Context: an optimization exercise on an open-source flow, tuned for small area. The choices shown serve that exercise and are no tape-out recipe. Where RTL was checked, it was by simulation tests only, not by an equivalence proof against the original. Power is estimated from default activity; no workload was simulated.

==> inputs of 10-12 <==
==> flow/design.v <==
`default_nettype none
package chol_types_pkg;
  typedef logic signed [16-1:0] sample_t;
  typedef logic signed [32-1:0] word_t;
  typedef logic signed [2*32-1:0] wide_t;
  typedef enum logic [1:0] {
    IDLE,     
    DOT,      
    DIVIDE,   
    ROOT      
  } solve_phase_t;
endpackage
`default_nettype wire
`default_nettype none
package chol_mem_pkg;
  typedef logic [$clog2(4)-1:0] em_idx_t;
  typedef logic [$clog2((4 * (4 + 1) / 2))-1:0] tri_addr_t;
  typedef enum logic [1:0] {
    SOLVER,
    GRAM,
    READOUT
  } req_id_t;
endpackage
`default_nettype wire
`timescale 1ns/1ps
`default_nettype none
module chol_update_top (
  input  logic                    clk,
  input  logic                    rst,
  input  logic                    start,
  input  chol_mem_pkg::em_idx_t   row_k,
  input  chol_types_pkg::sample_t u_sample,
  input  chol_types_pkg::sample_t vec_sample,
  input  logic                    sample_valid,
  input  logic                    rd_req,
  input  chol_mem_pkg::em_idx_t   rd_row,
  input  chol_mem_pkg::em_idx_t   rd_col,
  output logic                    band_req,
  output chol_mem_pkg::em_idx_t   band_col,
  output logic [$clog2(8)-1:0]      band_idx,
  output chol_types_pkg::word_t   rd_data,
  output logic                    rd_valid,
  output logic                    busy,
  output logic                    done
);
  localparam logic [3:0] ST_IDLE = 4'd0,
                         ST_REQ  = 4'd1,    
                         ST_WAIT = 4'd6,    
                         ST_MAC  = 4'd2,    
                         ST_LDA  = 4'd4,    
                         ST_MUL  = 4'd3,    
                         ST_LDD  = 4'd5,    
                         ST_NEG1 = 4'd10,    
                         ST_DIV  = 4'd8,
                         ST_NEG2 = 4'd11,    
                         ST_SQI  = 4'd12,   
                         ST_SQ   = 4'd9,
                         ST_WR   = 4'd7,   
                         ST_XF   = 4'd13,   
                         ST_DONE = 4'd14;
  logic [3:0]   st;
  logic [5:0]   cnt;
  logic [1:0]   k_r, j_r, m_r;
  logic [2:0]   b_r;
  logic [1:0]   hr, hc;
  logic         neg;
  logic [319:0] ring;
  logic [31:0]  acc;
  logic [32:0]  p;
  logic [31:0]  x;
  logic         c;
  logic         mb_r;   
  logic [1:0] hr_n, hc_n;
  logic [1:0] rsel, csel;
  logic       hit;
  assign hr_n = (hc == hr) ? hr + 2'd1 : hr;
  assign hc_n = (hc == hr) ? 2'd0 : hc + 2'd1;
  assign rsel = (st == ST_LDA || st == ST_LDD) ? j_r : k_r;
  assign csel = (st == ST_LDD || st == ST_WR) ? j_r : m_r;
  assign hit  = (hr == rsel) && (hc == csel);
  assign rd_data = ring[31:0];
  logic is_mac, is_mul, is_div, is_sq, is_dsq, is_mm;
  logic zp, mbit, en, sub, abit;
  logic [32:0] a_in, xs, b_in, sum;
  logic        qbit;
  assign is_mac = (st == ST_MAC);
  assign is_mul = (st == ST_MUL);
  assign is_div = (st == ST_DIV);
  assign is_sq  = (st == ST_SQ);
  assign is_dsq = is_div || is_sq;
  assign is_mm  = is_mac || is_mul;
  assign zp   = (cnt == 6'd0);
  assign abit = acc[31] && (cnt < 6'd32);
  assign mbit = is_mac ? x[16] : mb_r;
  logic a_r, a_l;
  assign a_r = !is_dsq && !zp;   
  assign a_l =  is_dsq && !zp;   
  assign a_in = ({33{a_r}} & {p[32], p[32:1]}) | ({33{a_l}} & {p[31:0], 1'b0}) |
                {32'd0, is_dsq && abit};
  assign en   = is_dsq ? (is_div || cnt[0]) : (mbit && (cnt < (is_mac ? 6'd16 : 6'd32)));
  assign sub  = is_dsq ? (zp || !p[32]) : (cnt == (is_mac ? 6'd15 : 6'd31));
  assign xs   = ({33{is_mac}} & {{17{x[15]}}, x[15:0]}) | ({33{!is_mac}} & {x[31], x});
  assign b_in = ({33{en}} & (xs ^ {33{sub}})) | {31'd0, is_sq && en, 1'b0};
  logic [16:0] cy;
  assign cy[0] = en && sub;
  genvar gi;
  generate for (gi = 0; gi < 16; gi++) begin : g_rc
    assign sum[gi] = a_in[gi] ^ b_in[gi] ^ cy[gi];
    assign cy[gi+1] = (a_in[gi] & b_in[gi]) | (cy[gi] & (a_in[gi] ^ b_in[gi]));
  end endgenerate
  assign sum[32:16] = a_in[32:16] + b_in[32:16] + {16'd0, cy[16]};
  assign qbit = !sum[32] && !(is_sq && neg);
  logic sa, sy, scin, ss, scout;
  logic ser_first;
  always_comb begin
    sa = acc[0];
    sy = sum[0];   
    scin = c;
    ser_first = 1'b0;
    case (st)
      ST_MAC: begin
        ser_first = (cnt == 6'd0);
        if (b_r == 3'd0) sa = 1'b0;   
      end
      ST_MUL: begin
        ser_first = (cnt == 6'd16);
        sy = !sum[0];
      end
      default: begin   
        ser_first = (cnt == 6'd0);
        sa = !acc[0];
        sy = 1'b0;
      end
    endcase
    if (ser_first) scin = (st != ST_MAC);
    ss    = sa ^ sy ^ scin;
    scout = (sa & sy) | (sa & scin) | (sy & scin);
  end
  logic mul_go;
  logic mul_ser;
  assign mul_go  = (cnt >= 6'd32) || hit;
  assign mul_ser = (cnt >= 6'd16);
  logic x_samp, x_ring, x_shl, x_q, x_en_hi, x_en_lo;
  assign x_samp  = (st == ST_WAIT) && sample_valid;
  assign x_ring  = (st == ST_LDA || st == ST_LDD) && hit;
  assign x_shl   = (st == ST_SQI) || (st == ST_XF) || (is_sq && cnt[0]);
  assign x_q     = is_sq && qbit;
  assign x_en_lo = x_samp || x_ring || x_shl;
  assign x_en_hi = x_en_lo || is_mac;
  logic ring_wr, ring_rot;
  assign ring_wr  = (st == ST_WR) && hit;
  assign ring_rot = is_mul && hit && (cnt < 6'd32);
  logic acc_ser, acc_shl;
  assign acc_ser = is_mac || (is_mul && mul_go && mul_ser) ||
                   st == ST_NEG1 || st == ST_NEG2;
  assign acc_shl = is_dsq || st == ST_XF;   
  always_ff @(posedge clk) begin
    ring <= {ring[31:0], ring[319:64],
             ({32{ring_wr}} & acc) | ({32{ring_rot}} & {ring[32], ring[63:33]}) |
             ({32{!ring_wr && !ring_rot}} & ring[63:32])};
    mb_r <= ring[64];
    if (acc_ser || acc_shl) acc <= ({32{acc_ser}} & {ss, acc[31:1]}) |
                                   ({32{acc_shl}} & {acc[30:0], is_div ? qbit : x[31]});
    if (acc_ser) c <= scout;
    if (is_mac || (is_mul && mul_go) || is_dsq) p <= sum;
    if (x_en_hi) x[31:16] <= ({16{x_samp}} & vec_sample) | ({16{x_ring}} & ring[63:48]) |
                             ({16{is_mac}} & {1'b0, x[31:17]}) | ({16{x_shl}} & x[30:15]);
    if (x_en_lo) x[15:0]  <= ({16{x_samp}} & u_sample) | ({16{x_ring}} & ring[47:32]) |
                             ({16{x_shl}} & {x[14:2], x_q, 2'b01});
    if ((st == ST_LDD && hit) || (st == ST_SQI && cnt == 6'd0)) neg <= acc[31];
  end
  assign band_req = (st == ST_REQ);
  assign busy     = (st != ST_IDLE);
  assign done     = (st == ST_DONE);
  assign band_col = j_r;
  assign band_idx = b_r;
  always_ff @(posedge clk) begin
    if (rst) begin
      st       <= ST_IDLE;
      cnt      <= '0;
      k_r      <= '0;
      j_r      <= '0;
      m_r      <= '0;
      b_r      <= '0;
      hr       <= '0;
      hc       <= '0;
      rd_valid <= 1'b0;
    end else begin
      hr       <= hr_n;
      hc       <= hc_n;
      rd_valid <= rd_req && !rd_valid &&
                  ((rd_row == hr && rd_col == hc) || (rd_row == hc && rd_col == hr));
      cnt <= cnt + 6'd1;
      case (st)
        ST_IDLE: begin
          if (start) begin
            k_r  <= row_k;
            j_r  <= '0;
            b_r  <= '0;
            st   <= ST_REQ;
          end
        end
        ST_REQ: st <= ST_WAIT;
        ST_WAIT: begin
          cnt <= '0;
          if (sample_valid) st <= ST_MAC;
        end
        ST_MAC: begin
          if (cnt == 6'd31) begin
            b_r <= b_r + 3'd1;
            m_r <= '0;
            cnt <= '0;
            if (b_r != 3'd7) st <= ST_REQ;
            else if (j_r != 2'd0) st <= ST_LDA;
            else if (j_r == k_r) st <= ST_SQI;
            else st <= ST_LDD;
          end
        end
        ST_LDA: begin
          cnt <= '0;
          if (hit) st <= ST_MUL;
        end
        ST_MUL: begin
          if (!mul_go) cnt <= cnt;
          else if (cnt == 6'd47) begin
            cnt <= '0;
            m_r <= m_r + 2'd1;
            if (m_r + 2'd1 != j_r) st <= ST_LDA;
            else if (j_r == k_r) st <= ST_SQI;
            else st <= ST_LDD;
          end
        end
        ST_LDD: begin
          cnt <= '0;
          if (hit) st <= acc[31] ? ST_NEG1 : ST_DIV;
        end
        ST_NEG1: if (cnt == 6'd31) begin
          cnt <= '0;
          st  <= ST_DIV;
        end
        ST_DIV: if (cnt == 6'd47) begin
          cnt <= '0;
          st  <= neg ? ST_NEG2 : ST_WR;
        end
        ST_NEG2: if (cnt == 6'd31) st <= ST_WR;
        ST_SQI: if (cnt == 6'd29) begin
          cnt <= '0;
          st  <= ST_SQ;
        end
        ST_SQ: if (cnt == 6'd47) begin
          cnt <= '0;
          st  <= ST_XF;
        end
        ST_XF: if (cnt == 6'd29) st <= ST_WR;
        ST_WR: begin
          if (hit) begin
            if (j_r == k_r) begin
              st   <= ST_DONE;
            end else begin
              j_r <= j_r + 2'd1;
              b_r <= '0;
              st  <= ST_REQ;
            end
          end
        end
        default: st <= ST_IDLE;   
      endcase
    end
  end
endmodule
`default_nettype wire
==> flow/flow/run.sh <==
#!/bin/bash
# Standard ORFS layout (unchanged synthesis, floorplan, placement, routing)
# with two changes: ports get the smallest buffer (buf_1) instead of the
# default clkdlybuf4s50_1, and the clock tree uses clkbuf_4 leaf buffers on
# small sink clusters under clkbuf_8 root and tree buffers, without dummy
# loads.
set -o pipefail
export BUFFER_PORTS_ARGS="-buffer_cell sky130_fd_sc_hd__buf_1"
export CTS_ARGS="-sink_clustering_enable -repair_clock_nets -dont_use_dummy_load -buf_list sky130_fd_sc_hd__clkbuf_4 -root_buf sky130_fd_sc_hd__clkbuf_8 -tree_buf sky130_fd_sc_hd__clkbuf_8 -sink_clustering_size 10 -sink_clustering_max_diameter 45"
bash standard.sh > standard.log 2>&1
==> flow/standard.sh <==
#!/bin/bash
# synth_recipe.tcl (not shown) runs the flow's synth.tcl, then flattens the netlist and writes it again
# the make line also repeats each setting of config.mk as NAME=value (left out here)
make -C /OpenROAD-flow-scripts/flow DESIGN_CONFIG=/design/flow/config.mk WORK_HOME=/design/flow/orfs CLKGATE_MAP_FILE= SYNTH_SCRIPT=/design/flow/synth_recipe.tcl "${@:-finish}"
==> flow/config.mk <==
export PLATFORM = sky130hd
export DESIGN_NAME = chol_update_top
export DESIGN_NICKNAME = chol_update_top
export VERILOG_FILES = /design/flow/design.v
export SDC_FILE = /design/flow/constraint.sdc
export NUM_CORES = 4
export LEC_CHECK = 0
export CAP_MARGIN = 20
export CORE_MARGIN = 2
export CORE_UTILIZATION = 55
export PLACE_DENSITY = 0.65
export SLEW_MARGIN = 20
==> flow/constraint.sdc <==
create_clock -name core_clock -period 12.0 [get_ports {clk}]
set_input_delay 2.4000 -clock core_clock [delete_from_list [all_inputs] [get_ports {clk}]]
set_output_delay 2.4000 -clock core_clock [all_outputs]
set_load 0.01 [all_outputs]
==> inputs of 12-22, as changes to 10-12 <==
==> flow/design.v, changed modules only <==
module chol_update_top (
  input  logic                    clk,
  input  logic                    rst,
  input  logic                    start,
  input  chol_mem_pkg::em_idx_t   row_k,
  input  chol_types_pkg::sample_t u_sample,
  input  chol_types_pkg::sample_t vec_sample,
  input  logic                    sample_valid,
  input  logic                    rd_req,
  input  chol_mem_pkg::em_idx_t   rd_row,
  input  chol_mem_pkg::em_idx_t   rd_col,
  output logic                    band_req,
  output chol_mem_pkg::em_idx_t   band_col,
  output logic [$clog2(8)-1:0]      band_idx,
  output chol_types_pkg::word_t   rd_data,
  output logic                    rd_valid,
  output logic                    busy,
  output logic                    done
);
  localparam logic [3:0] ST_IDLE = 4'd0,
                         ST_REQ  = 4'd1,    
                         ST_WAIT = 4'd6,    
                         ST_MAC  = 4'd2,    
                         ST_LDA  = 4'd4,    
                         ST_MUL  = 4'd3,    
                         ST_LDD  = 4'd5,    
                         ST_NEG1 = 4'd10,    
                         ST_DIV  = 4'd8,
                         ST_NEG2 = 4'd11,    
                         ST_SQI  = 4'd12,   
                         ST_SQ   = 4'd9,
                         ST_WR   = 4'd7,   
                         ST_XF   = 4'd13;   
  logic [3:0]   st;
  logic [5:0]   cnt;
  logic [1:0]   k_r, j_r, m_r;
  logic [2:0]   b_r;
  logic [1:0]   hr, hc;
  logic         neg;
  logic [319:0] ring;
  logic [31:0]  acc;
  logic [32:0]  p;
  logic [31:0]  x;
  logic         c;
  logic         mb_r;   
  logic [1:0] hr_n, hc_n;
  logic [1:0] rsel, csel;
  logic       hit;
  assign hr_n = (hc == hr) ? hr + 2'd1 : hr;
  assign hc_n = (hc == hr) ? 2'd0 : hc + 2'd1;
  assign rsel = (st == ST_LDA || st == ST_LDD) ? j_r : k_r;
  assign csel = (st == ST_LDD || st == ST_WR) ? j_r : m_r;
  assign hit  = (hr == rsel) && (hc == csel);
  assign rd_data = ring[31:0];
  logic is_mac, is_mul, is_div, is_sq, is_dsq, is_mm;
  logic zp, mbit, en, sub, abit;
  logic [32:0] a_in, xs, b_in, sum;
  logic        qbit;
  assign is_mac = (st == ST_MAC);
  assign is_mul = (st == ST_MUL);
  assign is_div = (st == ST_DIV);
  assign is_sq  = (st == ST_SQ);
  assign is_dsq = is_div || is_sq;
  assign is_mm  = is_mac || is_mul;
  assign zp   = (cnt == 6'd0);
  assign abit = acc[31] && (cnt < 6'd32);
  assign mbit = is_mac ? x[16] : mb_r;
  logic a_r, a_l;
  assign a_r = !is_dsq && !zp;   
  assign a_l =  is_dsq && !zp;   
  assign a_in = ({33{a_r}} & {p[32], p[32:1]}) | ({33{a_l}} & {p[31:0], 1'b0}) |
                {32'd0, is_dsq && abit};
  assign en   = is_dsq ? (is_div || cnt[0]) : (mbit && (cnt < (is_mac ? 6'd16 : 6'd32)));
  assign sub  = is_dsq ? (zp || !p[32]) : (cnt == (is_mac ? 6'd15 : 6'd31));
  assign xs   = ({33{is_mac}} & {{17{x[15]}}, x[15:0]}) | ({33{!is_mac}} & {x[31], x});
  assign b_in = ({33{en}} & (xs ^ {33{sub}})) | {31'd0, is_sq && en, 1'b0};
  logic [16:0] cy;
  assign cy[0] = en && sub;
  genvar gi;
  generate for (gi = 0; gi < 16; gi++) begin : g_rc
    assign sum[gi] = a_in[gi] ^ b_in[gi] ^ cy[gi];
    assign cy[gi+1] = (a_in[gi] & b_in[gi]) | (cy[gi] & (a_in[gi] ^ b_in[gi]));
  end endgenerate
  assign sum[32:16] = a_in[32:16] + b_in[32:16] + {16'd0, cy[16]};
  assign qbit = !sum[32] && !(is_sq && neg);
  logic sa, sy, scin, ss, scout;
  logic ser_first;
  always_comb begin
    sa = acc[0];
    sy = p[0];
    scin = c;
    ser_first = 1'b0;
    case (st)
      ST_MAC: begin
        ser_first = (cnt == 6'd1);
        if (b_r == 3'd0) sa = 1'b0;   
      end
      ST_MUL: begin
        ser_first = (cnt == 6'd17);
        sy = !p[0];
      end
      default: begin   
        ser_first = (cnt == 6'd0);
        sa = !acc[0];
        sy = 1'b0;
      end
    endcase
    if (ser_first) scin = (st != ST_MAC);
    ss    = sa ^ sy ^ scin;
    scout = (sa & sy) | (sa & scin) | (sy & scin);
  end
  logic mul_go;
  logic mul_ser;
  assign mul_go  = (cnt >= 6'd32) || hit;
  assign mul_ser = (cnt >= 6'd17);
  logic x_samp, x_ring, x_shl, x_q, x_en_hi, x_en_lo;
  assign x_samp  = (st == ST_WAIT) && sample_valid;
  assign x_ring  = (st == ST_LDA || st == ST_LDD) && hit;
  assign x_shl   = (st == ST_SQI) || (st == ST_XF) || (is_sq && cnt[0]);
  assign x_q     = is_sq && qbit;
  assign x_en_lo = x_samp || x_ring || x_shl;
  assign x_en_hi = x_en_lo || is_mac;
  logic ring_wr, ring_rot;
  assign ring_wr  = (st == ST_WR) && hit;
  assign ring_rot = is_mul && hit && (cnt < 6'd32);
  logic acc_ser, acc_shl;
  assign acc_ser = (is_mac && cnt != 6'd0) || (is_mul && mul_go && mul_ser) ||
                   st == ST_NEG1 || st == ST_NEG2;
  assign acc_shl = is_dsq || st == ST_XF;   
  always_ff @(posedge clk) begin
    ring <= {ring[31:0], ring[319:64],
             ({32{ring_wr}} & acc) | ({32{ring_rot}} & {ring[32], ring[63:33]}) |
             ({32{!ring_wr && !ring_rot}} & ring[63:32])};
    mb_r <= ring[64];
    if (acc_ser || acc_shl) acc <= ({32{acc_ser}} & {ss, acc[31:1]}) |
                                   ({32{acc_shl}} & {acc[30:0], is_div ? qbit : x[31]});
    if (acc_ser) c <= scout;
    if (is_mac || (is_mul && mul_go) || is_dsq) p <= sum;
    if (x_en_hi) x[31:16] <= ({16{x_samp}} & vec_sample) | ({16{x_ring}} & ring[63:48]) |
                             ({16{is_mac}} & {1'b0, x[31:17]}) | ({16{x_shl}} & x[30:15]);
    if (x_en_lo) x[15:0]  <= ({16{x_samp}} & u_sample) | ({16{x_ring}} & ring[47:32]) |
                             ({16{x_shl}} & {x[14:2], x_q, 2'b01});
    if ((st == ST_LDD && hit) || (st == ST_SQI && cnt == 6'd0)) neg <= acc[31];
  end
  assign band_req = (st == ST_REQ);
  assign band_col = j_r;
  assign band_idx = b_r;
  always_ff @(posedge clk) begin
    if (rst) begin
      st       <= ST_IDLE;
      cnt      <= '0;
      k_r      <= '0;
      j_r      <= '0;
      m_r      <= '0;
      b_r      <= '0;
      hr       <= '0;
      hc       <= '0;
      busy     <= 1'b0;
      done     <= 1'b0;
      rd_valid <= 1'b0;
    end else begin
      hr       <= hr_n;
      hc       <= hc_n;
      rd_valid <= rd_req && !rd_valid &&
                  ((rd_row == hr && rd_col == hc) || (rd_row == hc && rd_col == hr));
      done     <= 1'b0;
      if (done) busy <= 1'b0;
      cnt <= cnt + 6'd1;
      case (st)
        ST_IDLE: begin
          if (start && !busy) begin
            busy <= 1'b1;
            k_r  <= row_k;
            j_r  <= '0;
            b_r  <= '0;
            st   <= ST_REQ;
          end
        end
        ST_REQ: st <= ST_WAIT;
        ST_WAIT: begin
          cnt <= '0;
          if (sample_valid) st <= ST_MAC;
        end
        ST_MAC: begin
          if (cnt == 6'd32) begin
            b_r <= b_r + 3'd1;
            m_r <= '0;
            cnt <= '0;
            if (b_r != 3'd7) st <= ST_REQ;
            else if (j_r != 2'd0) st <= ST_LDA;
            else if (j_r == k_r) st <= ST_SQI;
            else st <= ST_LDD;
          end
        end
        ST_LDA: begin
          cnt <= '0;
          if (hit) st <= ST_MUL;
        end
        ST_MUL: begin
          if (!mul_go) cnt <= cnt;
          else if (cnt == 6'd48) begin
            cnt <= '0;
            m_r <= m_r + 2'd1;
            if (m_r + 2'd1 != j_r) st <= ST_LDA;
            else if (j_r == k_r) st <= ST_SQI;
            else st <= ST_LDD;
          end
        end
        ST_LDD: begin
          cnt <= '0;
          if (hit) st <= acc[31] ? ST_NEG1 : ST_DIV;
        end
        ST_NEG1: if (cnt == 6'd31) begin
          cnt <= '0;
          st  <= ST_DIV;
        end
        ST_DIV: if (cnt == 6'd47) begin
          cnt <= '0;
          st  <= neg ? ST_NEG2 : ST_WR;
        end
        ST_NEG2: if (cnt == 6'd31) st <= ST_WR;
        ST_SQI: if (cnt == 6'd29) begin
          cnt <= '0;
          st  <= ST_SQ;
        end
        ST_SQ: if (cnt == 6'd47) begin
          cnt <= '0;
          st  <= ST_XF;
        end
        ST_XF: if (cnt == 6'd29) st <= ST_WR;
        ST_WR: begin
          if (hit) begin
            if (j_r == k_r) begin
              done <= 1'b1;
              st   <= ST_IDLE;
            end else begin
              j_r <= j_r + 2'd1;
              b_r <= '0;
              st  <= ST_REQ;
            end
          end
        end
        default: st <= ST_IDLE;
      endcase
    end
  end
endmodule
==> flow/flow/run.sh (replaced) <==
#!/bin/bash
# Standard ORFS layout (unchanged synthesis, floorplan, placement, routing)
# with two changes: ports get the smallest buffer (buf_1) instead of the
# default clkdlybuf4s50_1, and the clock tree uses clkbuf_4 leaf buffers on
# small sink clusters under a clkbuf_16 root, without dummy loads.
set -o pipefail
export BUFFER_PORTS_ARGS="-buffer_cell sky130_fd_sc_hd__buf_1"
export CTS_ARGS="-sink_clustering_enable -repair_clock_nets -dont_use_dummy_load -buf_list sky130_fd_sc_hd__clkbuf_4 -root_buf sky130_fd_sc_hd__clkbuf_8 -tree_buf sky130_fd_sc_hd__clkbuf_8 -sink_clustering_size 10 -sink_clustering_max_diameter 45"
bash standard.sh > standard.log 2>&1
--- a/flow/config.mk
+++ b/flow/config.mk
@@ -7,6 +7,5 @@
 export LEC_CHECK = 0
 export CAP_MARGIN = 20
 export CORE_MARGIN = 2
-export CORE_UTILIZATION = 55
-export PLACE_DENSITY = 0.65
+export CORE_UTILIZATION = 40
 export SLEW_MARGIN = 20
==> notes.md <==
- 12-22 produced a clean layout. 10-12 produced a clean layout.
- Against 12-22, the global-route usage of 10-12 is higher by 5.5 points.
- In 12-22 the clock power is higher than in 10-12, by about 2%.
- Against 10-12, the sequential cell count of 12-22 is higher by 2.
- In 10-12 the cell count is smaller than in 12-22, by 9.9%.
- Of 12-22 and 10-12, 10-12 has the higher utilization (gap 16 points).
- Between 12-22 and 10-12, the lower via count is in 10-12 (gap about 0.25%, measured against 10-12).
- Of 12-22 and 10-12, 12-22 has the higher clock-buffer cell count (gap 1).
- Non-clock buffer count: 12-22 is lower than 10-12 (4).
- Of 12-22 and 10-12, 12-22 has the higher die area (gap about 40%, measured against 10-12).
- Against 10-12, the synthesized cell count of 12-22 is larger by about 1.1%.
==> figures <==
quantity                                                                    12-22           10-12
Total non-filler cell area in the finished layout                      16,400 um2      16,000 um2
Detailed-router iteration count before antenna repair                           8               9
Sum of met3 wire segment lengths after detailed routing                   1610 um         2220 um
GR met1 Demand/Resource                                                     21.5%           30.7%
Post-synthesis mux area share                                              0.588%          0.603%
Clk tree area frac                                                          2.75%           2.77%
Leakage Power                                                          0.00645 uW      0.00631 uW
Mean post-synth cell area                                                11.8 um2        11.8 um2
Final period demand of the worst path                                    11.31 ns        11.26 ns
Final standard cell count with taps included and fillers excluded           1,872           1,687
Total die area                                                         39,900 um2      28,900 um2
Highest cell delay on the worst timing path                               0.50 ns         0.55 ns
Vias in the first global route                                              8,757           8,680
Count of vias placed by the detailed router                                 9,461           9,437
Cells on worst reg2reg path                                                    36              34
Num rows                                                                       71              60
Post-Synth Adder-Cell Area                                                  4.28%           4.33%
Die W                                                                      200 um          170 um
Signal buffers                                                                104             108
Internal Dissipation                                                      2450 uW         2450 uW
Status                                                             finished clean  finished clean
For 12-22, only the layout was checked, not whether the RTL still works.

-- port drivers added, routing unchanged --
No port has a modelled driver above. Below, the same layouts with a new extraction and two added sets of constraints.
Step 1 (the two cells are an assumption about what drives the block):
set clk [get_ports {clk}]
set_driving_cell -lib_cell sky130_fd_sc_hd__clkbuf_16 $clk
set_driving_cell -lib_cell sky130_fd_sc_hd__buf_2 [delete_from_list [all_inputs] $clk]
Step 2 also shifts input and output timing later by t, the mid clock arrival at the registers, as if the neighbouring blocks saw the same clock.
Slacks: ideal ports / drivers / drivers and shift; pairs: ideal ports / drivers.
| run | t, ns | setup slack, ns | latest minus earliest clock arrival (ns) | cell pins on the clock port's net |
|---|---|---|---|---|
| 10-12 | 0.585 | 0.743 / 0.743 / 0.743 | 0.073 / 0.073 | 1 |
| 12-22 | 0.606 | 0.694 / 0.694 / 0.694 | 0.061 / 0.060 | 1 |
After both steps every run listed still meets setup and hold.
